Background: an optimization exercise with open tools, aiming at a short achievable clock period and few clock cycles. Do not read the settings as production practice. The RTL was checked by simulation tests, not by an equivalence proof against the original design.

$ cat config.mk
export PLATFORM = sky130hd
export DESIGN_NAME = attn_top
export DESIGN_NICKNAME = attn_top
export VERILOG_FILES = /design/flow/design.v
export SDC_FILE = /design/flow/constraint.sdc
export NUM_CORES = 4
export LEC_CHECK = 0
export CAP_MARGIN = 20
export CORE_MARGIN = 2
export CORE_UTILIZATION = 40
export SLEW_MARGIN = 20
$ cat constraint.sdc
create_clock -name core_clock -period 16.0 [get_ports {clk}]
set_input_delay 3.2000 -clock core_clock [delete_from_list [all_inputs] [get_ports {clk}]]
set_output_delay 3.2000 -clock core_clock [all_outputs]
set_load 0.01 [all_outputs]
$ cat design.v
package attn_types_pkg;
  typedef logic [32-1:0] word_t;   
  typedef logic [16-1:0] dim_t;          
  typedef enum logic [2:0] {
    IDLE,
    READ_DIMS,      
    CAPTURE_DIMS,   
    RUN_JOB,        
    WAIT_JOB        
  } phase_t;
  typedef enum logic [1:0] {
    PROJECT,   
    SCORE,     
    COPY       
  } job_kind_t;
endpackage
package attn_mem_pkg;
  typedef logic [16-1:0] sram_addr_t;
  localparam sram_addr_t DIMS_ADDR = 16'd0;
  localparam sram_addr_t WEIGHT_BASE = 16'd1;
endpackage
`timescale 1ns/1ns
module attn_ctrl (
  input  logic clk,
  input  logic reset_n,
  input  logic dut_valid,
  output logic dut_ready,
  input  attn_types_pkg::word_t input_read_data,
  input  attn_types_pkg::word_t weight_read_data,
  output logic start,
  output attn_types_pkg::job_kind_t job_kind,
  output attn_mem_pkg::sram_addr_t job_a_base,     
  output attn_mem_pkg::sram_addr_t job_b_base,     
  output attn_mem_pkg::sram_addr_t job_dst_base,   
  output attn_types_pkg::dim_t job_n_rows,
  output attn_types_pkg::dim_t job_n_cols,
  output attn_types_pkg::dim_t job_n_inner,
  input  logic done                                
);
  localparam logic [2:0] JOB_Q = 3'd0;
  localparam logic [2:0] JOB_K = 3'd1;
  localparam logic [2:0] JOB_V = 3'd2;
  localparam logic [2:0] JOB_COPY = 3'd3;
  localparam logic [2:0] JOB_S = 3'd4;
  attn_types_pkg::phase_t phase;
  logic [2:0] job_idx;
  attn_types_pkg::dim_t n_dim;   
  attn_types_pkg::dim_t d_dim;   
  attn_types_pkg::dim_t e_dim;   
  attn_mem_pkg::sram_addr_t ne_size;
  attn_mem_pkg::sram_addr_t de_size;
  assign dut_ready = (phase == attn_types_pkg::IDLE);
  assign start = (phase == attn_types_pkg::RUN_JOB);
  assign ne_size = n_dim * e_dim;   
  assign de_size = d_dim * e_dim;   
  always_comb begin
    job_kind = attn_types_pkg::PROJECT;
    job_a_base = attn_mem_pkg::WEIGHT_BASE;   
    job_b_base = attn_mem_pkg::WEIGHT_BASE;
    job_dst_base = '0;
    job_n_rows = n_dim;
    job_n_cols = e_dim;
    job_n_inner = d_dim;
    case (job_idx)
      JOB_Q: job_dst_base = '0;
      JOB_K: begin
        job_b_base = attn_mem_pkg::WEIGHT_BASE + de_size;
        job_dst_base = ne_size;
      end
      JOB_V: begin
        job_b_base = attn_mem_pkg::WEIGHT_BASE + de_size + de_size;
        job_dst_base = ne_size + ne_size;
      end
      JOB_COPY: begin
        job_kind = attn_types_pkg::COPY;
        job_a_base = ne_size;   
        job_dst_base = '0;
      end
      JOB_S: begin
        job_kind = attn_types_pkg::SCORE;
        job_a_base = '0;
        job_b_base = '0;
        job_dst_base = ne_size + ne_size + ne_size;
        job_n_cols = n_dim;
        job_n_inner = e_dim;
      end
      default: job_dst_base = '0;
    endcase
  end
  always_ff @(posedge clk or negedge reset_n) begin
    if (!reset_n) begin
      phase <= attn_types_pkg::IDLE;
      job_idx <= JOB_Q;
      n_dim <= '0;
      d_dim <= '0;
      e_dim <= '0;
    end else begin
      case (phase)
        attn_types_pkg::IDLE: begin
          if (dut_valid) begin
            phase <= attn_types_pkg::READ_DIMS;
            job_idx <= JOB_Q;
          end
        end
        attn_types_pkg::READ_DIMS: phase <= attn_types_pkg::CAPTURE_DIMS;
        attn_types_pkg::CAPTURE_DIMS: begin
          n_dim <= input_read_data[32-1 -: 16];
          d_dim <= input_read_data[16-1:0];
          e_dim <= weight_read_data[16-1:0];   
          phase <= attn_types_pkg::RUN_JOB;
        end
        attn_types_pkg::RUN_JOB: phase <= attn_types_pkg::WAIT_JOB;
        attn_types_pkg::WAIT_JOB: begin
          if (done) begin
            if (job_idx == JOB_S) begin
              phase <= attn_types_pkg::IDLE;
            end else begin
              job_idx <= job_idx + 3'd1;
              phase <= attn_types_pkg::RUN_JOB;
            end
          end
        end
        default: phase <= attn_types_pkg::IDLE;
      endcase
    end
  end
endmodule
`timescale 1ns/1ns
module csa_level #(
  parameter int N = 3
) (
  input  logic [N*32-1:0] x,
  output logic [((N / 3) * 2 + N % 3)*32-1:0] y
);
  localparam int G = N / 3;
  for (genvar g = 0; g < G; g++) begin : g_csa
    logic [31:0] p, q, r, maj;
    assign p = x[(3 * g) * 32 +: 32];
    assign q = x[(3 * g + 1) * 32 +: 32];
    assign r = x[(3 * g + 2) * 32 +: 32];
    assign maj = (p & q) | (p & r) | (q & r);
    assign y[(2 * g) * 32 +: 32] = p ^ q ^ r;
    assign y[(2 * g + 1) * 32 +: 32] = {maj[30:0], 1'b0};
  end
  for (genvar g = 0; g < N % 3; g++) begin : g_pass
    assign y[(2 * G + g) * 32 +: 32] = x[(3 * G + g) * 32 +: 32];
  end
endmodule
module mac_lane (
  input  logic        clk,
  input  logic        en_d,        
  input  logic        st_we,
  input  logic [3:0]  st_wslot,
  input  logic [31:0] st_wdata,
  input  logic [3:0]  rd_slot_d,
  input  logic        use_store_d,
  input  logic [31:0] a_ext,
  input  logic [31:0] b_in,
  input  logic        first_d,
  output logic [31:0] res
);
  logic en;
  logic [15:0][31:0] store;
  logic [3:0] rd_slot;
  logic use_store;
  logic [31:0] a_reg;
  logic [31:0] b_reg;
  logic first;
  logic [7*32-1:0] rows_q;
  logic [31:0] acc_s;
  logic [31:0] acc_c;
  always_ff @(posedge clk) begin
    en <= en_d;
    for (int s = 0; s < 16; s++) begin
      if (st_we && st_wslot == 4'(s)) store[s] <= st_wdata;
    end
    if (en) begin
      rd_slot <= rd_slot_d;
      use_store <= use_store_d;
      a_reg <= use_store ? store[rd_slot] : a_ext;
      b_reg <= b_in;
      first <= first_d;
    end
  end
  logic [32*32-1:0] rows0;
  for (genvar r = 0; r < 32; r++) begin : g_row
    assign rows0[r * 32 +: 32] = b_reg[r] ? (a_reg << r) : 32'd0;
  end
  logic [22*32-1:0] rows1;
  logic [15*32-1:0] rows2;
  logic [10*32-1:0] rows3;
  logic [7*32-1:0] rows4;
  csa_level #(.N(32)) u_l1 (.x(rows0), .y(rows1));
  csa_level #(.N(22)) u_l2 (.x(rows1), .y(rows2));
  csa_level #(.N(15)) u_l3 (.x(rows2), .y(rows3));
  csa_level #(.N(10)) u_l4 (.x(rows3), .y(rows4));
  always_ff @(posedge clk) begin
    rows_q <= rows4;
  end
  logic [9*32-1:0] acc0;
  logic [6*32-1:0] acc1;
  logic [4*32-1:0] acc2;
  logic [3*32-1:0] acc3;
  logic [2*32-1:0] acc4;
  assign acc0 = {first ? 64'd0 : {acc_c, acc_s}, rows_q};
  csa_level #(.N(9)) u_a1 (.x(acc0), .y(acc1));
  csa_level #(.N(6)) u_a2 (.x(acc1), .y(acc2));
  csa_level #(.N(4)) u_a3 (.x(acc2), .y(acc3));
  csa_level #(.N(3)) u_a4 (.x(acc3), .y(acc4));
  always_ff @(posedge clk) begin
    acc_s <= acc4[31:0];
    acc_c <= acc4[63:32];
  end
  assign res = acc_s + acc_c;
endmodule
`timescale 1ns/1ns
module attn_top (
  input  logic clk,
  input  logic reset_n,
  input  logic dut_valid,
  output logic dut_ready,
  output logic [16-1:0] sram_input_read_address,
  input  logic [32-1:0] sram_input_read_data,
  output logic [16-1:0] sram_weight_read_address,
  input  logic [32-1:0] sram_weight_read_data,
  output logic [16-1:0] sram_result_read_address,
  input  logic [32-1:0] sram_result_read_data,
  output logic                    sram_result_write_enable,
  output logic [16-1:0] sram_result_write_address,
  output logic [32-1:0] sram_result_write_data,
  output logic [16-1:0] sram_scratchpad_read_address,
  input  logic [32-1:0] sram_scratchpad_read_data,
  output logic                    sram_scratchpad_write_enable,
  output logic [16-1:0] sram_scratchpad_write_address,
  output logic [32-1:0] sram_scratchpad_write_data
);
  localparam int NL = 8;        
  localparam int LW = 3;        
  typedef enum logic [3:0] {
    R_IDLE,
    R_D1,      
    R_D2,      
    R_D3,      
    R_D4,      
    R_XL,      
    R_PROJ,    
    R_SQ,      
    R_KL,      
    R_S,       
    R_SPROJ,   
    R_SWAIT,   
    R_SS,      
    R_FIN      
  } rstate_t;
  localparam logic [1:0] A_ST = 2'd0;    
  localparam logic [1:0] A_IN = 2'd2;    
  localparam logic [1:0] A_SCR = 2'd3;   
  rstate_t rs, rs_n;
  logic ready_q, ready_n;
  logic [6:0] n_r, d_r, e_r, n_n, d_n, e_n;
  logic [6:0] nm1_r, dm1_r, em1_r, nm1_n, dm1_n, em1_n;
  logic fast_r, fast_n;
  logic [12:0] ne_a, ne_b;
  logic [15:0] ne_r;       
  logic [15:0] ne3_r;      
  logic [15:0] nde_r;      
  logic [15:0] nle_r;      
  logic [7:0] e3_r;        
  logic [15:0] ia, wa, ra, sa, ia_n, wa_n, ra_n, sa_n;
  logic [31:0] in_q, w_q, r_q, s_q;
  logic [6:0] t0, t0_n;
  logic [6:0] tm1, tm1_n;
  logic [15:0] tbase, tbase_n;     
  logic [15:0] toff, toff_n;       
  logic [6:0] per_r, per_n;        
  logic [6:0] ik, ik_n;
  logic [7:0] ig, ig_n;
  logic [6:0] sk, sj, si, sk_n, sj_n, si_n;
  logic [1:0] sm, sm_n;
  logic [15:0] row_base, col_base, mat_base;
  logic [15:0] row_base_n, col_base_n, mat_base_n;
  logic [15:0] gb, gb_n;           
  logic [1:0] gm, gm_n;            
  logic [6:0] gap, gap_n;          
  logic [6:0] gap_eff;
  logic v0, v1, v2, v3, v4, v5, v0_n;
  logic f0, f1, f2, f3, f0_n;
  logic l0, l1, l2, l3, l4, l5, l0_n;
  logic [3:0] k0, k1, k0_n;
  logic [1:0] as0, as1, as2, as0_n;
  logic bs0, bs1, bs2, bs0_n;   
  logic [15:0] ob0, ob1, ob2, ob3, ob4, ob5, ob0_n;    
  logic [6:0] on0, on1, on2, on3, on4, on5, on0_n;     
  logic [6:0] ost0, ost1, ost2, ost3, ost4, ost5, ost0_n;   
  logic ok0, ok1, ok2, ok3, ok4, ok5, ok0_n;           
  logic xw_go0, xw_go1, xw_go0_n;    
  logic xw_src, xw_src_n;            
  logic xw_act, xw_act_n;
  logic [LW-1:0] xl, xl_n;
  logic [3:0] xs, xs_n;
  logic [6:0] xlen_m1, xlen_m1_n;    
  logic [6:0] xrow_m1, xrow_m1_n;    
  logic we_q, swe_q, we_n, swe_n;
  logic [6:0] cnt, cnt_n;
  logic [15:0] waddr, saddr, waddr_n, saddr_n;
  logic [6:0] stride, stride_n;
  logic [31:0] obuf [NL];
  logic [31:0] sdat;
  logic [NL-1:0] ob_ld;
  logic [NL-1:0] ob_sh;
  logic [31:0] res [NL];
  logic group_done;
  logic fast_c;
  logic pipe_busy;
  logic last_tile;
  logic [6:0] tm1_first;    
  logic [6:0] tm1_next;     
  logic [6:0] rem_next;     
  assign dut_ready = ready_q;
  assign sram_input_read_address = ia;
  assign sram_weight_read_address = wa;
  assign sram_result_read_address = ra;
  assign sram_scratchpad_read_address = sa;
  assign sram_result_write_enable = we_q;
  assign sram_result_write_address = waddr;
  assign sram_result_write_data = obuf[0];
  assign sram_scratchpad_write_enable = swe_q;
  assign sram_scratchpad_write_address = saddr;
  assign sram_scratchpad_write_data = sdat;
  assign group_done = v5 & l5;
  assign fast_c = (n_r <= 7'd16) && (d_r <= 7'd16) && (e_r <= 7'd16);
  assign pipe_busy = v0 | v1 | v2 | v3 | v4 | v5;
  assign gap_eff = (v0 && l0) ? on0 + 7'd1 : gap;
  assign last_tile = (7'(t0) + 7'(NL) > nm1_r);
  assign rem_next = nm1_r - t0 - 7'(NL);
  assign tm1_first = (nm1_r > 7'(NL - 1)) ? 7'(NL - 1) : nm1_r;
  assign tm1_next = (rem_next > 7'(NL - 1)) ? 7'(NL - 1) : rem_next;
  always_ff @(posedge clk) begin
    in_q <= sram_input_read_data;
    w_q <= sram_weight_read_data;
    r_q <= sram_result_read_data;
    s_q <= sram_scratchpad_read_data;
  end
  always_ff @(posedge clk) begin
    ne_a <= 13'(n_r) * 13'(e_r[3:0]);
    ne_b <= 13'(n_r) * 13'(e_r[6:4]);
    ne_r <= 16'(ne_a) + {2'b0, ne_b[9:0], 4'b0};
    ne3_r <= ne_r + ne_r + ne_r;
    nde_r <= 16'(d_r) << LW;
    nle_r <= 16'(e_r) << LW;
    e3_r <= 8'(e_r) + 8'(e_r) + 8'(em1_r);
  end
  always_comb begin
    rs_n = rs;
    ready_n = ready_q;
    n_n = n_r;
    d_n = d_r;
    e_n = e_r;
    nm1_n = nm1_r;
    dm1_n = dm1_r;
    em1_n = em1_r;
    fast_n = fast_r;
    ia_n = ia;
    wa_n = wa;
    ra_n = ra;
    sa_n = sa;
    t0_n = t0;
    tm1_n = tm1;
    tbase_n = tbase;
    toff_n = toff;
    per_n = per_r;
    ik_n = ik;
    ig_n = ig;
    sk_n = sk;
    sj_n = sj;
    si_n = si;
    sm_n = sm;
    row_base_n = row_base;
    col_base_n = col_base;
    mat_base_n = mat_base;
    gb_n = gb;
    gm_n = gm;
    xw_go0_n = 1'b0;
    xw_src_n = xw_src;
    xw_act_n = xw_act;
    xl_n = xl;
    xs_n = xs;
    xlen_m1_n = xlen_m1;
    xrow_m1_n = xrow_m1;
    we_n = we_q;
    swe_n = swe_q;
    cnt_n = cnt;
    waddr_n = waddr;
    saddr_n = saddr;
    stride_n = stride;
    v0_n = 1'b0;
    f0_n = 1'b0;
    l0_n = 1'b0;
    k0_n = k0;
    as0_n = as0;
    bs0_n = bs0;
    ob0_n = ob0;
    on0_n = on0;
    ost0_n = ost0;
    ok0_n = ok0;
    if (v0 && l0) gap_n = on0;
    else if (gap != 7'd0) gap_n = gap - 7'd1;
    else gap_n = gap;
    if (xw_go1) begin
      xw_act_n = 1'b1;
      xl_n = '0;
      xs_n = '0;
    end else if (xw_act) begin
      if (7'(xs) == xlen_m1) begin
        xs_n = '0;
        if (7'(xl) == xrow_m1) xw_act_n = 1'b0;
        else xl_n = xl + LW'(1);
      end else begin
        xs_n = xs + 4'd1;
      end
    end
    case (rs)
      R_IDLE: begin
        if (dut_valid) begin
          ready_n = 1'b0;
          rs_n = R_D1;
        end
      end
      R_D1: rs_n = R_D2;
      R_D2: begin
        n_n = in_q[22:16];
        d_n = in_q[6:0];
        e_n = w_q[6:0];
        nm1_n = in_q[22:16] - 7'd1;
        dm1_n = in_q[6:0] - 7'd1;
        em1_n = w_q[6:0] - 7'd1;
        rs_n = R_D3;
      end
      R_D3: begin
        fast_n = fast_c;
        ik_n = '0;
        ig_n = '0;
        sk_n = '0;
        sj_n = '0;
        si_n = '0;
        sm_n = '0;
        gb_n = '0;
        gm_n = '0;
        if (fast_c) begin
          t0_n = '0;
          tbase_n = 16'd1;
          toff_n = '0;
          rs_n = R_D4;
        end else begin
          row_base_n = 16'd1;
          col_base_n = 16'd1;
          mat_base_n = 16'd1;
          rs_n = R_SPROJ;
        end
      end
      R_D4: begin
        tm1_n = tm1_first;
        per_n = (dm1_r > tm1_first) ? dm1_r : tm1_first;
        ia_n = tbase;
        xw_go0_n = 1'b1;
        xw_src_n = 1'b0;
        xlen_m1_n = dm1_r;
        xrow_m1_n = tm1_first;
        rs_n = R_XL;
      end
      R_XL: begin
        ia_n = ia + 16'd1;
        wa_n = '0;
        if (xw_act && 7'(xl) == tm1 && !xw_go1 && !xw_go0) begin
          ik_n = '0;
          ig_n = '0;
          gm_n = '0;
          gb_n = toff;
          rs_n = R_PROJ;
        end
      end
      R_PROJ: begin
        ia_n = ia + 16'd1;
        if (!(ig == 8'd0 && ik == 7'd0 && gap_eff >= 7'(d_r))) begin
          v0_n = (ik <= dm1_r);
          f0_n = (ik == 7'd0);
          l0_n = (ik == dm1_r);
          k0_n = ik[3:0];
          as0_n = A_ST;
          bs0_n = 1'b0;
          ob0_n = gb;
          on0_n = tm1;
          ost0_n = e_r;
          ok0_n = (gm == 2'd1);
          if (ik <= dm1_r) wa_n = wa + 16'd1;
          if (ik == per_r) begin
            ik_n = '0;
            if (7'(ig) - 7'(gm) * 7'(e_r) == em1_r) begin
              gm_n = gm + 2'd1;
              gb_n = gb + ne_r - 16'(em1_r);
            end else begin
              gb_n = gb + 16'd1;
            end
            if (ig == e3_r) begin
              ig_n = '0;
              if (last_tile) begin
                rs_n = R_SQ;
              end else begin
                t0_n = t0 + 7'(NL);
                tm1_n = tm1_next;
                per_n = (dm1_r > tm1_next) ? dm1_r : tm1_next;
                tbase_n = tbase + nde_r;
                toff_n = toff + nle_r;
                ia_n = tbase + nde_r;
                xw_go0_n = 1'b1;
                xw_src_n = 1'b0;
                xlen_m1_n = dm1_r;
                xrow_m1_n = tm1_next;
                rs_n = R_XL;
              end
            end else begin
              ig_n = ig + 8'd1;
            end
          end else begin
            ik_n = ik + 7'd1;
          end
        end
      end
      R_SQ: begin
        t0_n = '0;
        tbase_n = '0;
        if (!pipe_busy && !we_q) begin
          tm1_n = tm1_first;
          per_n = (em1_r > tm1_first) ? em1_r : tm1_first;
          sa_n = '0;
          xw_go0_n = 1'b1;
          xw_src_n = 1'b1;
          xlen_m1_n = em1_r;
          xrow_m1_n = tm1_first;
          rs_n = R_KL;
        end
      end
      R_KL: begin
        sa_n = sa + 16'd1;
        ra_n = '0;
        if (xw_act && 7'(xl) == tm1 && !xw_go1 && !xw_go0) begin
          ik_n = '0;
          ig_n = '0;
          gb_n = ne3_r + 16'(t0);
          rs_n = R_S;
        end
      end
      R_S: begin
        sa_n = sa + 16'd1;
        if (!(ig == 8'd0 && ik == 7'd0 && gap_eff >= 7'(e_r))) begin
          v0_n = (ik <= em1_r);
          f0_n = (ik == 7'd0);
          l0_n = (ik == em1_r);
          k0_n = ik[3:0];
          as0_n = A_ST;
          bs0_n = 1'b1;
          ob0_n = gb;
          on0_n = tm1;
          ost0_n = 7'd1;
          ok0_n = 1'b0;
          if (ik <= em1_r) ra_n = (ik == 7'd0 && ig == 8'd0) ? 16'd0 : ra + 16'd1;
          if (ik == per_r) begin
            ik_n = '0;
            gb_n = gb + 16'(n_r);
            if (ig == 8'(nm1_r)) begin
              ig_n = '0;
              if (last_tile) begin
                rs_n = R_FIN;
              end else begin
                t0_n = t0 + 7'(NL);
                tm1_n = tm1_next;
                per_n = (em1_r > tm1_next) ? em1_r : tm1_next;
                tbase_n = tbase + nle_r;
                sa_n = tbase + nle_r;
                xw_go0_n = 1'b1;
                xw_src_n = 1'b1;
                xlen_m1_n = em1_r;
                xrow_m1_n = tm1_next;
                rs_n = R_KL;
              end
            end else begin
              ig_n = ig + 8'd1;
            end
          end else begin
            ik_n = ik + 7'd1;
          end
        end
      end
      R_SPROJ: begin
        v0_n = 1'b1;
        f0_n = (sk == 7'd0);
        l0_n = (sk == dm1_r);
        as0_n = A_IN;
        bs0_n = 1'b0;
        ob0_n = gb;
        on0_n = '0;
        ost0_n = 7'd1;
        ok0_n = (sm == 2'd1);
        ia_n = (sk == 7'd0) ? row_base : ia + 16'd1;
        wa_n = (sk == 7'd0) ? col_base : wa + 16'd1;
        if (sk == dm1_r) begin
          sk_n = '0;
          gb_n = gb + 16'd1;
          if (sj == em1_r) begin
            sj_n = '0;
            if (si == nm1_r) begin
              si_n = '0;
              row_base_n = 16'd1;
              col_base_n = col_base + 16'(d_r);
              mat_base_n = col_base + 16'(d_r);
              if (sm == 2'd2) rs_n = R_SWAIT;
              else sm_n = sm + 2'd1;
            end else begin
              si_n = si + 7'd1;
              row_base_n = row_base + 16'(d_r);
              col_base_n = mat_base;
            end
          end else begin
            sj_n = sj + 7'd1;
            col_base_n = col_base + 16'(d_r);
          end
        end else begin
          sk_n = sk + 7'd1;
        end
      end
      R_SWAIT: begin
        sk_n = '0;
        sj_n = '0;
        si_n = '0;
        row_base_n = '0;   
        col_base_n = '0;   
        if (!pipe_busy && !we_q) rs_n = R_SS;
      end
      R_SS: begin
        v0_n = 1'b1;
        f0_n = (sk == 7'd0);
        l0_n = (sk == em1_r);
        as0_n = A_SCR;
        bs0_n = 1'b1;
        ob0_n = gb;
        on0_n = '0;
        ost0_n = 7'd1;
        ok0_n = 1'b0;
        ra_n = (sk == 7'd0) ? row_base : ra + 16'd1;
        sa_n = (sk == 7'd0) ? col_base : sa + 16'd1;
        if (sk == em1_r) begin
          sk_n = '0;
          gb_n = gb + 16'd1;
          if (sj == nm1_r) begin
            sj_n = '0;
            col_base_n = '0;
            row_base_n = row_base + 16'(e_r);
            if (si == nm1_r) rs_n = R_FIN;
            else si_n = si + 7'd1;
          end else begin
            sj_n = sj + 7'd1;
            col_base_n = col_base + 16'(e_r);
          end
        end else begin
          sk_n = sk + 7'd1;
        end
      end
      R_FIN: begin
        if (!pipe_busy && (!we_q || cnt == 7'd0)) begin
          ready_n = 1'b1;
          rs_n = R_IDLE;
          ia_n = '0;
          wa_n = '0;
        end
      end
      default: rs_n = R_IDLE;
    endcase
    if (group_done) begin
      we_n = 1'b1;
      swe_n = ok5;
      cnt_n = on5;
      waddr_n = ob5;
      saddr_n = ob5 - ne_r;
      stride_n = ost5;
    end else if (we_q) begin
      waddr_n = waddr + 16'(stride);
      saddr_n = saddr + 16'(stride);
      if (cnt == 7'd0) begin
        we_n = 1'b0;
        swe_n = 1'b0;
      end else begin
        cnt_n = cnt - 7'd1;
      end
    end
  end
  always_ff @(posedge clk or negedge reset_n) begin
    if (!reset_n) begin
      rs <= R_IDLE;
      ready_q <= 1'b1;
      ia <= '0;
      wa <= '0;
      v0 <= 1'b0;
      v1 <= 1'b0;
      v2 <= 1'b0;
      v3 <= 1'b0;
      v4 <= 1'b0;
      v5 <= 1'b0;
      xw_go0 <= 1'b0;
      xw_go1 <= 1'b0;
      xw_act <= 1'b0;
      we_q <= 1'b0;
      swe_q <= 1'b0;
      gap <= '0;
    end else begin
      rs <= rs_n;
      ready_q <= ready_n;
      ia <= ia_n;
      wa <= wa_n;
      v0 <= v0_n;
      v1 <= v0;
      v2 <= v1;
      v3 <= v2;
      v4 <= v3;
      v5 <= v4;
      xw_go0 <= xw_go0_n;
      xw_go1 <= xw_go0;
      xw_act <= xw_act_n;
      we_q <= we_n;
      swe_q <= swe_n;
      gap <= gap_n;
    end
  end
  always_ff @(posedge clk) begin
    n_r <= n_n;
    d_r <= d_n;
    e_r <= e_n;
    nm1_r <= nm1_n;
    dm1_r <= dm1_n;
    em1_r <= em1_n;
    fast_r <= fast_n;
    ra <= ra_n;
    sa <= sa_n;
    t0 <= t0_n;
    tm1 <= tm1_n;
    tbase <= tbase_n;
    toff <= toff_n;
    per_r <= per_n;
    ik <= ik_n;
    ig <= ig_n;
    sk <= sk_n;
    sj <= sj_n;
    si <= si_n;
    sm <= sm_n;
    row_base <= row_base_n;
    col_base <= col_base_n;
    mat_base <= mat_base_n;
    gb <= gb_n;
    gm <= gm_n;
    xw_src <= xw_src_n;
    xl <= xl_n;
    xs <= xs_n;
    xlen_m1 <= xlen_m1_n;
    xrow_m1 <= xrow_m1_n;
    cnt <= cnt_n;
    waddr <= waddr_n;
    saddr <= saddr_n;
    stride <= stride_n;
    f0 <= f0_n;
    f1 <= f0;
    f2 <= f1;
    f3 <= f2;
    l0 <= l0_n;
    l1 <= l0;
    l2 <= l1;
    l3 <= l2;
    l4 <= l3;
    l5 <= l4;
    k0 <= k0_n;
    k1 <= k0;
    as0 <= as0_n;
    as1 <= as0;
    as2 <= as1;
    bs0 <= bs0_n;
    bs1 <= bs0;
    bs2 <= bs1;
    ob0 <= ob0_n;
    ob1 <= ob0;
    ob2 <= ob1;
    ob3 <= ob2;
    ob4 <= ob3;
    ob5 <= ob4;
    on0 <= on0_n;
    on1 <= on0;
    on2 <= on1;
    on3 <= on2;
    on4 <= on3;
    on5 <= on4;
    ost0 <= ost0_n;
    ost1 <= ost0;
    ost2 <= ost1;
    ost3 <= ost2;
    ost4 <= ost3;
    ost5 <= ost4;
    ok0 <= ok0_n;
    ok1 <= ok0;
    ok2 <= ok1;
    ok3 <= ok2;
    ok4 <= ok3;
    ok5 <= ok4;
  end
  always_ff @(posedge clk or negedge reset_n) begin
    if (!reset_n) begin
      ob_ld <= '0;
      ob_sh <= '0;
    end else begin
      for (int l = 0; l < NL; l++) begin
        ob_ld[l] <= v4 & l4 & (on4 >= 7'(l));
        ob_sh[l] <= we_n & (n_r > 7'(l));
      end
    end
  end
  always_ff @(posedge clk) begin
    for (int l = 0; l < NL; l++) begin
      if (ob_ld[l]) obuf[l] <= res[l];
      else if (ob_sh[l]) obuf[l] <= (l < NL - 1) ? obuf[(l + 1) % NL] : obuf[l];
    end
    if (group_done && ok5) sdat <= res[0];
    else if (ob_sh[0]) sdat <= obuf[1 % NL];
  end
  for (genvar l = 0; l < NL; l++) begin : g_lane
    mac_lane u_lane (
      .clk         (clk),
      .en_d        (n_r > 7'(l)),
      .st_we       (xw_act && xl == LW'(l)),
      .st_wslot    (xs),
      .st_wdata    (xw_src ? s_q : in_q),
      .rd_slot_d   (k1),
      .use_store_d (as1 == A_ST),
      .a_ext       ((as2 == A_IN) ? in_q : s_q),
      .b_in        (bs2 ? r_q : w_q),
      .first_d     (f3),
      .res         (res[l])
    );
  end
endmodule
$ cat run.sh
#!/bin/bash
# synth_recipe.tcl (not shown) runs the flow's synth.tcl, then flattens the netlist and writes it again
# the make line also repeats each setting of config.mk as NAME=value (left out here)
make -C /OpenROAD-flow-scripts/flow DESIGN_CONFIG=/design/flow/config.mk WORK_HOME=/design/flow/orfs CLKGATE_MAP_FILE= SYNTH_SCRIPT=/design/flow/synth_recipe.tcl finish
==> metrics.md, run 1 <==
| Metric | Value |
|---|---|
| Routed vias/inst | `5.24` |
| Placed Area | `0.416 sq mm` |
| Blocking Checks | `antenna violations` |
| CP Data Required Time | `12.80 ns` |
| WL final | `1080000 um` |
| Met3 Wirelength | `77200 um` |
| Setup bufs post-CTS | `0` |
| Dpl ws | `10.69 ns` |
| I/O pin total | `294` |
| Fmax achieved | `0.181 GHz` |
| Total GRT Usage | `21.7%` |
| Fin crit share | `34.5%` |
| Post-synth top flop | `edfxtp_1` |
| Cells after Synth | `28400` |
| Worst Path Max Fanout | `7` |
| Worst hold path class | `register to register` |
| FF+latch count, synth | `7153` |
| Synth Cell Area | `0.396 sq mm` |
| PostCTS Resize Cnt | `0` |
| Netlist cell types | `91` |
| Post-synth top area cell | `edfxtp_1` |
| Biggest register | `g_lane.u_lane.store` |
| Row count | `365` |
| Die area | `0.997 sq mm` |
| Crit path kind | `register to primary output` |
| CTS buffer count | `779` |
| Gp weighted congestion | `0.850` |
| Max Clock Skew | `0.129 ns` |
| Cells along the critical path | `clkdlybuf4s50_1` |
| Clock Sinks | `7153` |
| Final Hold Fails | `0` |
| Top flop regs | `g_lane.u_lane.store (4096), g_lane.u_lane.rows_q (936)` |
| CP arrival | `2.31 ns` |
| Port Buffers | `293` |
| Sequential share of the synthesized area | `49.6%` |
| Worst skew pair latency | `1.17 ns` |
| Slew @ Worst Pin | `1.33 ns` |
| Clock transition at path regs | `0.07 ns` |
| TritonCTS clock tree | `yes` |
| Largest cells by area after synthesis | `edfxtp_1 40%, fa_1 19%, dfxtp_1 9.2%, mux4_2 7.3%, and2_1 4.8%` |
| Global-route wire length before repair | `1600000 um` |
| ANT nets after route | `1` |
| Synth async-reset ratio | `0.979%` |
| Core Region | `0.987 sq mm` |
| Count leader, synth | `edfxtp_1` |
| Critical path's top delay family | `buffers and inverters` |
| Max reg flops | `4096` |
| Setup ws final | `10.49 ns` |
| Worst Path Buf+Inv | `1` |
| Met1 WL | `441000 um` |
| Vias in the first global route | `236000` |
| Residual DRC count | `0` |
| WL/cell | `25.3 um` |
| Final net count | `34100` |
| Dpl hpwl | `744000 um` |
| Setup tns final | `0 ns` |
| # H-tree levels | `6` |
| CTS Root Buffer Type | `clkbuf_16` |
| Starting DRT DRC Count | `20900` |
| Starting Density | `40.1%` |
| Highest routed layer | `met5` |
| RSZ-0062 raised after global routing | `false` |
| Share of cells above drive strength 1 | `11.6%` |
| Post-layout min period | `5.52 ns` |
| Pins over their slew limit | `0` |
| Initial antenna violation count | `102` |
| EDFF count, synth | `5259` |
| WL met2 | `519000 um` |
| Top-area cell type share of the netlist area | `39.9%` |
| Max-cap violations | `0` |
| CTS Buffer Depth | `5` |
| Die height | `998 um` |
| CP endpoint kind | `primary output` |
| DR pass1 iterations | `8` |
| Yosys warns | `5` |
| Status | `failed layout checks` |
| Largest net degree at the start of global routing | `129` |
| Critical Path Max Stage Delay | `0.66 ns` |
| # hold bufs at CTS | `0` |
| Critical path's slowest cell | `clkdlybuf4s50_1` |
| Remaining Overflow, GRT | `0` |
| Design area | `0.442 sq mm` |
| Top cells by count, synth | `5259 x edfxtp_1, 3846 x inv_1, 3764 x fa_1` |
| Vias | `224000` |
| Worst setup SP type | `register` |
| Setup-failing EPs final | `0` |
| Die width | `998 um` |
| Synth-to-Final Area Change | `11.7%` |
| Avg Inst Size Synth | `13.9 sq um` |
| Worst slew margin | `10.7%` |
layout by cell type, fill, tap and decap left out, types with 30 or more instances in the layout:
master	n
edfxtp_1	5259
inv_1	3845
fa_1	3764
and2_1	3056
nand2_1	1855
dfxtp_1	1814
ha_1	1431
mux4_2	1280
clkbuf_16	791
xnor2_1	763
nor2b_1	532
o21ai_0	506
nor2_1	477
buf_4	456
a21oi_1	437
xor2_1	313
clkdlybuf4s50_1	292
diode_2	262
mux2_2	234
clkbuf_1	161
a21o_1	157
nand3_1	157
clkinv_2	133
nor2_4	128
clkinv_1	114
nor3_1	99
bufinv_16	75
nand2b_1	67
o21bai_1	63
dfrtp_1	62
and3_1	50
o21a_1	47
a211oi_1	44
a31oi_1	42
clkbuf_8	39
o21ai_1	35
nand4_1	35
mux2i_1	33
buf_8	30
cell families after synthesis:
family                   after synthesis  synth area share, %
flip-flops                          7153                 49.6
AND/OR/NAND/NOR                     6599                 8.82
adder cells (fa/ha/maj)             5195                 23.6
buffers and inverters               5105                 4.85
AO/OA/AOI/OAI                       1662                 2.60
multiplexers                        1603                 8.19
XOR/XNOR                            1076                 2.38
other                                  2              0.00190
worst paths after layout:
check / from / to / slack [ns] / cells after the start
worst min-delay path: as1[0] / as2[0] / 0.27 / 0
min in group asynchronous: reset_n / ia[1] / 1.96 / 1
worst max register to register: nm1_r[1] / per_r[1] / 11.09 / 21
worst min register to register: as1[0] / as2[0] / 0.27 / 0
worst max-delay path: ia[11] / sram_input_read_address[11] / 10.49 / 1
max in group asynchronous: reset_n / ob_ld[4] / 12.62 / 2
layout make-up:
cell class / instances / area [sq um]
Antenna cell: 262 / 656
Clock inverter: 403 / 4110
Timing Repair Buffer: 796 / 7160
Clock buffer: 991 / 20900
Sequential cell: 7153 / 196000
Fill cell: 87600 / 545000
Inverter: 3848 / 14400
Tap cell: 13200 / 16500
Multi-Input combinational cell: 16100 / 182000
stage by stage:
stage | util [%] | std cells | hold WS (ns)
global route | 44.7 | 42600 | 0.291
detailed placement | 42.1 | 41100 | 0.312
CTS | 44.7 | 42500 | 0.275
global placement | 42.1 | 41100 | 0.310
finish | 44.8 | 42800 | 0.272
floorplan | - | 28400 | 0.310
per-layer routing:
metal | track usage (%) | vias up
li1 | - | 95900
met1 | 29.1 | 118000
met2 | 35.6 | 8412
met3 | 3.34 | 1771
met4 | 9.08 | 16
met5 | 0 | -
Testbench counts, summed over its fixed seeds: cycles 56,539.
==> run 2, diff against run 1 <==
--- a/design.v
+++ b/design.v
@@ -235,6 +235,6 @@
   output logic [32-1:0] sram_scratchpad_write_data
 );
-  localparam int NL = 8;        
-  localparam int LW = 3;        
+  localparam int NL = 4;        
+  localparam int LW = 2;        
   typedef enum logic [3:0] {
     R_IDLE,
==> metrics.md, run 2 <==
| Metric | Value |
|---|---|
| Status | `no timing/DRC/antenna violations (was failed layout checks)` |
| Xor/xnor cell area share of the yosys netlist | `2.97% (was 2.38%)` |
| # H-tree levels | `5 (was 6)` |
| Die height | `742 um (was 998 um)` |
| Inst Count DP | `23200 (was 41100)` |
| CP endpoint kind | `primary output (unchanged)` |
| Cells along the critical path | `clkdlybuf4s50_1 (unchanged)` |
| Crit path kind | `register to primary output (unchanged)` |
| Row count | `271 (was 365)` |
| Die area | `0.551 sq mm (was 0.997 sq mm)` |
| WL/cell | `24.8 um (was 25.3 um)` |
| Total GRT Usage | `21.7% (about the same)` |
| CTS Root Buffer Type | `clkbuf_16 (unchanged)` |
| Worst Path Max Fanout | `2 (was 7)` |
| Netlist cell types | `86 (was 91)` |
| Critical path's top delay family | `buffers and inverters (unchanged)` |
| Dpl ws | `10.86 ns (was 10.69 ns)` |
| Post-layout min period | `5.42 ns (was 5.52 ns)` |
| Main combinational cell family by area after synthesis | `adder cells (unchanged)` |
| Layout Cells excl Fill | `24100 (was 42800)` |
| Biggest register | `g_lane.u_lane.store (unchanged)` |
| Post-synth top area cell | `edfxtp_1 (unchanged)` |
| DR pass1 iterations | `7 (was 8)` |
| PostCTS Resize Cnt | `0 (unchanged)` |
| Critical path's slowest cell | `clkdlybuf4s50_1 (unchanged)` |
| CTS Buffer Depth | `4 (was 5)` |
| Initial antenna violation count | `57 (was 102)` |
| CTS buffer count | `425 (was 779)` |
| Clock Sinks | `3971 (was 7153)` |
| CP arrival | `2.22 ns (was 2.31 ns)` |
| Final net count | `19300 (was 34100)` |
| Largest net degree at the start of global routing | `129 (unchanged)` |
| Global-route wire length before repair | `885000 um (was 1600000 um)` |
| Vias in the first global route | `130000 (was 236000)` |
| Residual DRC count | `0 (unchanged)` |
| Worst hold path class | `register to register (unchanged)` |
| Setup bufs post-CTS | `0 (unchanged)` |
| Critical Path Max Stage Delay | `0.64 ns (was 0.66 ns)` |
| Vias | `126000 (was 224000)` |
| Cells after Synth | `16100 (was 28400)` |
| Worst slew margin | `15.1% (was 10.7%)` |
| Remaining Overflow, GRT | `0 (unchanged)` |
| Max Clock Skew | `0.109 ns (was 0.129 ns)` |
| Synth-to-Final Area Change | `12.2% (was 11.7%)` |
| Worst skew pair latency | `1.05 ns (was 1.17 ns)` |
| Fill count | `48600 (was 87600)` |
| Top flop regs | `g_lane.u_lane.store (2048), g_lane.u_lane.rows_q (468) (was g_lane.u_lane.store (4096), g_lane.u_lane.rows_q (936))` |
| Post-synthesis mux area share | `7.85% (was 8.19%)` |
| Post-synth top flop | `edfxtp_1 (unchanged)` |
| Setup ws final | `10.58 ns (was 10.49 ns)` |
| Top-area cell type share of the netlist area | `38.7% (was 39.9%)` |
| Fmax achieved | `0.184 GHz (was 0.181 GHz)` |
| Dpl hpwl | `410000 um (was 744000 um)` |
| FF+latch count, synth | `3971 (was 7153)` |
| RSZ-0062 raised after global routing | `false (unchanged)` |
| Die width | `742 um (was 998 um)` |
| Avg Inst Size Synth | `13.5 sq um (was 13.9 sq um)` |
| Share of cells above drive strength 1 | `11.4% (was 11.6%)` |
| Core Region | `0.544 sq mm (was 0.987 sq mm)` |
| Worst setup SP type | `register (unchanged)` |
| Compound-Gate Fraction of Synth Area | `3.39% (was 2.60%)` |
| Gp weighted congestion | `0.913 (was 0.850)` |
| WL final | `598000 um (was 1080000 um)` |
| Fin crit share | `33.9% (was 34.5%)` |
| ANT nets after route | `0 (was 1)` |
| Simple logic cell fraction of the synthesized area | `9.16% (was 8.82%)` |
| Routed vias/inst | `5.22 (was 5.24)` |
| # hold bufs at CTS | `0 (unchanged)` |
| Sequential share of the synthesized area | `49.5% (was 49.6%)` |
| CP Data Required Time | `12.80 ns (about the same)` |
| Setup-failing EPs final | `0 (unchanged)` |
| Count leader, synth | `edfxtp_1 (unchanged)` |
| Most frequent cells in the layout | `2806 x edfxtp_1, 2026 x inv_1, 1904 x fa_1 (was 5259 x edfxtp_1, 3845 x inv_1, 3764 x fa_1)` |
| EDFF count, synth | `2806 (was 5259)` |
| Max reg flops | `2048 (was 4096)` |
| Clock transition at path regs | `0.06 ns (was 0.07 ns)` |
| Starting Density | `40.1% (about the same)` |
| Most common cell after layout, fill and taps aside | `edfxtp_1 (unchanged)` |
| Max-cap violations | `0 (unchanged)` |
| Final Hold Fails | `0 (unchanged)` |
| Largest cells by area after synthesis | `edfxtp_1 39%, fa_1 17%, dfxtp_1 10%, mux4_2 6.6%, ha_1 4.9% (was edfxtp_1 40%, fa_1 19%, dfxtp_1 9.2%, mux4_2 7.3%, and2_1 4.8%)` |
| Setup tns final | `0 ns (unchanged)` |
| TritonCTS clock tree | `yes (unchanged)` |
| Synth Cell Area | `0.218 sq mm (was 0.396 sq mm)` |
| I/O pin total | `294 (unchanged)` |
| Synth Area in Adders | `22.4% (was 23.6%)` |
| Top cells by count, synth | `2806 x edfxtp_1, 2026 x inv_1, 1904 x fa_1 (was 5259 x edfxtp_1, 3846 x inv_1, 3764 x fa_1)` |
| Starting DRT DRC Count | `12200 (was 20900)` |
| Port Buffers | `293 (unchanged)` |
| Worst Path Buf+Inv | `1 (unchanged)` |
| Synth async-reset ratio | `1.56% (was 0.979%)` |
| Pins over their slew limit | `0 (unchanged)` |
| Slew @ Worst Pin | `1.26 ns (was 1.33 ns)` |
| Yosys warns | `5 (unchanged)` |
run 2: cell count changes in the layout (fill, tap and decap cells not counted), moves of 716 or more:
cell	change
edfxtp_1	-2453
inv_1	-1819
fa_1	-1860
nand2_1	-764
and2_1	-1519
dfxtp_1	-716
run 2: cell families after synthesis:
| group | after synthesis |
|---|---|
| AOI/OAI and AO/OA | 1190 |
| and+or+nand+nor | 3824 |
| xor gates and xnor gates | 739 |
| other | 2 |
| adders and majority gates | 2756 |
| DFF | 3971 |
| muxes | 886 |
| buffers and inverters | 2727 |
run 2: path summary, 6_finish.rpt:
path	slack, ns	from	depth (start not counted)	to
worst min-delay path	0.28	on2[5]	0	on3[5]
worst max-delay path	10.58	ready_q	1	dut_ready
worst min register to register	0.28	on2[5]	0	on3[5]
worst max register to register	10.81	on0[1]	13	tbase[11]
min in group asynchronous	2.12	reset_n	1	wa[14]
max in group asynchronous	12.70	reset_n	2	ob_ld[1]
run 2: final cells by class:
class	count	area, sq um	share of cell area [%]
clock inverter	239	2320	0.950
inverter	2029	7620	3.12
sequential	3971	108000	44.2
tap	7234	9050	3.70
clock buffer	551	11700	4.77
multi-input combinational	9420	100000	41.1
timing repair buffer	600	5340	2.19
antenna	28	70.1	0.0287
run 2: through the flow:
stage	area (sq um)	hold WS (ns)	utilization, %
CTS	244000	0.280	44.9
global placement	230000	0.310	42.4
floorplan	218000	0.310	-
finish	244000	0.283	45.0
detailed placement	230000	0.312	42.4
global route	244000	0.290	45.0
run 2: per-layer routing:
metal	global-route usage, %	vias to the layer above	wire length [um]
met2	33.8	4389	272000
met1	30.9	65600	258000
li1	-	54900	-
met5	0	-	69
met3	3.93	819	47400
met4	6.91	10	20500
Testbench counts of run 2, summed over its fixed seeds: cycles 84,851.
==> run 3, diff against run 2 <==
--- a/design.v
+++ b/design.v
@@ -235,6 +235,6 @@
   output logic [32-1:0] sram_scratchpad_write_data
 );
-  localparam int NL = 4;        
-  localparam int LW = 2;        
+  localparam int NL = 6;        
+  localparam int LW = 3;        
   typedef enum logic [3:0] {
     R_IDLE,
@@ -347,6 +347,6 @@
     ne_r <= 16'(ne_a) + {2'b0, ne_b[9:0], 4'b0};
     ne3_r <= ne_r + ne_r + ne_r;
-    nde_r <= 16'(d_r) << LW;
-    nle_r <= 16'(e_r) << LW;
+    nde_r <= 16'(d_r) * 16'(NL);
+    nle_r <= 16'(e_r) * 16'(NL);
     e3_r <= 8'(e_r) + 8'(e_r) + 8'(em1_r);
   end
==> metrics.md, run 3 <==
| Metric | Value |
|---|---|
| Top cells by count, synth | `4037 x edfxtp_1, 2954 x inv_1, 2837 x fa_1 (was 2806 x edfxtp_1, 2026 x inv_1, 1904 x fa_1)` |
| FF+latch count, synth | `5571 (was 3971)` |
| Die height | `881 um (was 742 um)` |
| Post-layout min period | `5.99 ns (was 5.42 ns)` |
| Max reg flops | `3072 (was 2048)` |
| Critical Path Max Stage Delay | `1.05 ns (was 0.64 ns)` |
| Setup bufs post-CTS | `0 (unchanged)` |
| Global-route wire length before repair | `1300000 um (was 885000 um)` |
| Cells after Synth | `22300 (was 16100)` |
| Reg-to-reg endpoint | `per_r[0] (was tbase[11])` |
| Top-area cell type share of the netlist area | `39.4% (was 38.7%)` |
| Synth Cell Area | `0.308 sq mm (was 0.218 sq mm)` |
| WL final | `894000 um (was 598000 um)` |
| Max Clock Skew | `0.0737 ns (was 0.109 ns)` |
| Worst Path Buf+Inv | `1 (unchanged)` |
| Netlist cell types | `87 (was 86)` |
| Worst setup SP type | `register (unchanged)` |
| Clock transition at path regs | `0.06 ns (about the same)` |
| Worst skew pair latency | `1.13 ns (was 1.05 ns)` |
| Gp weighted congestion | `0.897 (was 0.913)` |
| Setup tns final | `0 ns (unchanged)` |
| CP arrival | `2.79 ns (was 2.22 ns)` |
| Worst Path Max Fanout | `3 (was 2)` |
| Critical path's slowest cell | `clkdlybuf4s50_1 (unchanged)` |
| Port Buffers | `293 (unchanged)` |
| DR pass1 iterations | `8 (was 7)` |
| Top flop regs | `g_lane.u_lane.store (3072), g_lane.u_lane.rows_q (702) (was g_lane.u_lane.store (2048), g_lane.u_lane.rows_q (468))` |
| Vias in the first global route | `186000 (was 130000)` |
| Pins over their slew limit | `0 (unchanged)` |
| TritonCTS clock tree | `yes (unchanged)` |
| PostCTS Resize Cnt | `0 (unchanged)` |
| # H-tree levels | `6 (was 5)` |
| Largest cells by area after synthesis | `edfxtp_1 39%, fa_1 18%, dfxtp_1 9.6%, mux4_2 7.0%, ha_1 4.8% (was edfxtp_1 39%, fa_1 17%, dfxtp_1 10%, mux4_2 6.6%, ha_1 4.9%)` |
| Status | `no timing/DRC/antenna violations (unchanged)` |
| Total GRT Usage | `23.0% (was 21.7%)` |
| Initial antenna violation count | `126 (was 57)` |
| Setup ws final | `10.01 ns (was 10.58 ns)` |
| Routed vias/inst | `5.29 (was 5.22)` |
| Worst slew margin | `12.4% (was 15.1%)` |
| Count leader, synth | `edfxtp_1 (unchanged)` |
| Fmax achieved | `0.167 GHz (was 0.184 GHz)` |
| WL/cell | `26.6 um (was 24.8 um)` |
| Die area | `0.776 sq mm (was 0.551 sq mm)` |
| Reg2Reg Depth | `18 (was 13)` |
| Slew @ Worst Pin | `1.30 ns (was 1.26 ns)` |
| Vias | `178000 (was 126000)` |
| ANT nets after route | `0 (unchanged)` |
| Setup crit end | `sram_result_read_address[14] (was dut_ready)` |
| Core Region | `0.767 sq mm (was 0.544 sq mm)` |
| Cells along the critical path | `clkdlybuf4s50_1 (unchanged)` |
| Synth async-reset ratio | `1.18% (was 1.56%)` |
| CP endpoint kind | `primary output (unchanged)` |
| CP Data Required Time | `12.80 ns (about the same)` |
| RSZ-0062 raised after global routing | `false (unchanged)` |
| Worst hold path class | `register to register (unchanged)` |
| Residual DRC count | `0 (unchanged)` |
| Fill count | `68300 (was 48600)` |
| Clock Sinks | `5571 (was 3971)` |
| # hold bufs at CTS | `0 (unchanged)` |
| Final Hold Fails | `0 (unchanged)` |
| Avg Inst Size Synth | `13.8 sq um (was 13.5 sq um)` |
| Dpl ws | `10.87 ns (was 10.86 ns)` |
| Starting Density | `40.1% (about the same)` |
| CTS Buffer Depth | `4 (unchanged)` |
| Reg2reg start | `t0[1] (was on0[1])` |
| Sequential share of the synthesized area | `49.5% (about the same)` |
| I/O pin total | `294 (unchanged)` |
| Most frequent cells in the layout | `4037 x edfxtp_1, 2954 x inv_1, 2837 x fa_1 (was 2806 x edfxtp_1, 2026 x inv_1, 1904 x fa_1)` |
| Largest net degree at the start of global routing | `129 (unchanged)` |
| Final net count | `26900 (was 19300)` |
| Most common cell after layout, fill and taps aside | `edfxtp_1 (unchanged)` |
| Yosys warns | `5 (unchanged)` |
| Post-synth top area cell | `edfxtp_1 (unchanged)` |
| EDFF count, synth | `4037 (was 2806)` |
| Setup-failing EPs final | `0 (unchanged)` |
| Dpl hpwl | `622000 um (was 410000 um)` |
| Critical Path Stages | `1 (unchanged)` |
| Max-cap violations | `0 (unchanged)` |
| Remaining Overflow, GRT | `0 (unchanged)` |
| Row count | `322 (was 271)` |
| Biggest register | `g_lane.u_lane.store (unchanged)` |
| Starting DRT DRC Count | `18000 (was 12200)` |
| CTS Root Buffer Type | `clkbuf_16 (unchanged)` |
| Synth-to-Final Area Change | `12.3% (was 12.2%)` |
| Fin crit share | `37.4% (was 33.9%)` |
| Crit path kind | `register to primary output (unchanged)` |
| Flop2flop setup slack | `11.36 ns (was 10.81 ns)` |
| Post-synth top flop | `edfxtp_1 (unchanged)` |
| CTS buffer count | `616 (was 425)` |
| Die width | `881 um (was 742 um)` |
| Share of cells above drive strength 1 | `11.8% (was 11.4%)` |
| Critical path's top delay family | `buffers and inverters (unchanged)` |
| Setup crit start | `ra[14] (was ready_q)` |
run 3: cell count changes in the layout (fill, tap and decap cells not counted), sizes merged, moves of 142 or more:
| cell | before | now |
|---|---|---|
| buf | 308 | 460 |
| edfxtp | 2806 | 4037 |
| mux4 | 640 | 960 |
| inv | 2057 | 3009 |
| dfxtp | 1103 | 1468 |
| ha | 852 | 1176 |
| clkbuf | 551 | 830 |
| diode | 28 | 170 |
| nand2 | 1096 | 1427 |
| and2 | 1537 | 2302 |
| fa | 1904 | 2837 |
| xnor2 | 485 | 647 |
run 3: layer usage:
| layer | vias up | wire length, um | GRT usage, % |
|---|---|---|---|
| li1 | 75800 | - | - |
| met5 | - | 264 | 0 |
| met3 | 1323 | 83200 | 4.97 |
| met4 | 38 | 36500 | 8.71 |
| met1 | 93400 | 365000 | 31.6 |
| met2 | 7300 | 409000 | 36.0 |
run 3: stage by stage:
stage          std cells  area, sq um  hold WS [ns]  util (%)
2_1_floorplan      22300       308000         0.310         -
3_3_place_gp       32300       324000         0.310      42.3
3_5_place_dp       32300       325000         0.312      42.3
4_1_cts            33400       344000         0.308      44.9
5_1_grt            33500       345000         0.314      44.9
6_report           33600       345000         0.300      45.0
run 3: how the worst min path moves through the flow:
stage	cells after the start	slack, ns	end	start
2_1_floorplan	0	0.31	bs2	bs1
3_3_place_gp	0	0.31	on4[6]	on3[6]
3_5_place_dp	0	0.31	f3	f2
4_1_cts	0	0.31	on2[5]	on1[5]
5_1_grt	0	0.31	f1	f0
6_report	0	0.30	on2[5]	on1[5]
run 3: layout make-up:
class                   instances  area (sq um)  share of cell area, %
diodes                        170           425                  0.123
clock buffers                 830         17000                   4.91
clock inverters               302          2990                  0.865
inverters                    2957         11100                   3.22
multi-input cells           12800        142000                   41.1
flip-flops and latches       5571        152000                   44.1
well taps                   10200         12800                   3.70
repair buffers                752          6680                   1.94
run 3: kinds of logic after synthesis:
logic type,count (synthesis),synth area share [%]
buffers and inverters,3937,4.81
other,2,0.00244
AND/OR/NAND/NOR,5142,8.81
multiplexers,1230,7.99
adder cells (fa/ha/maj),4013,23.3
XOR/XNOR,928,2.64
AO/OA/AOI/OAI,1495,2.98
flip-flops,5571,49.5
Testbench counts of run 3, summed over its fixed seeds: cycles 66,577.

-- static timing again, ports no longer ideal --
No port has a modelled driver above. Below, the same layouts with a new extraction and two added sets of constraints. Step 1 sets driving cells, clkbuf_16 on the clock port and buf_2 on the other inputs (assumed; they add their load-dependent delay and slew). Step 2 also shifts input and output timing later by t, the mid clock arrival at the registers, as if the neighbouring blocks saw the same clock. Slacks: ideal / step 1 / step 2; pairs: ideal / step 1.
run	shift t [ns]	setup slack, ns	latest minus earliest clock arrival (ns)	worst register clock-pin slew, ns	cell pins on the clock port's net
run 1	1.255	10.485 / 10.335 / 10.610	0.131 / 0.131	0.08 / 0.08	1
run 2	1.118	10.576 / 10.457 / 10.776	0.117 / 0.118	0.07 / 0.07	1
run 3	1.255	10.013 / 9.852 / 10.603	0.078 / 0.078	0.07 / 0.07	1
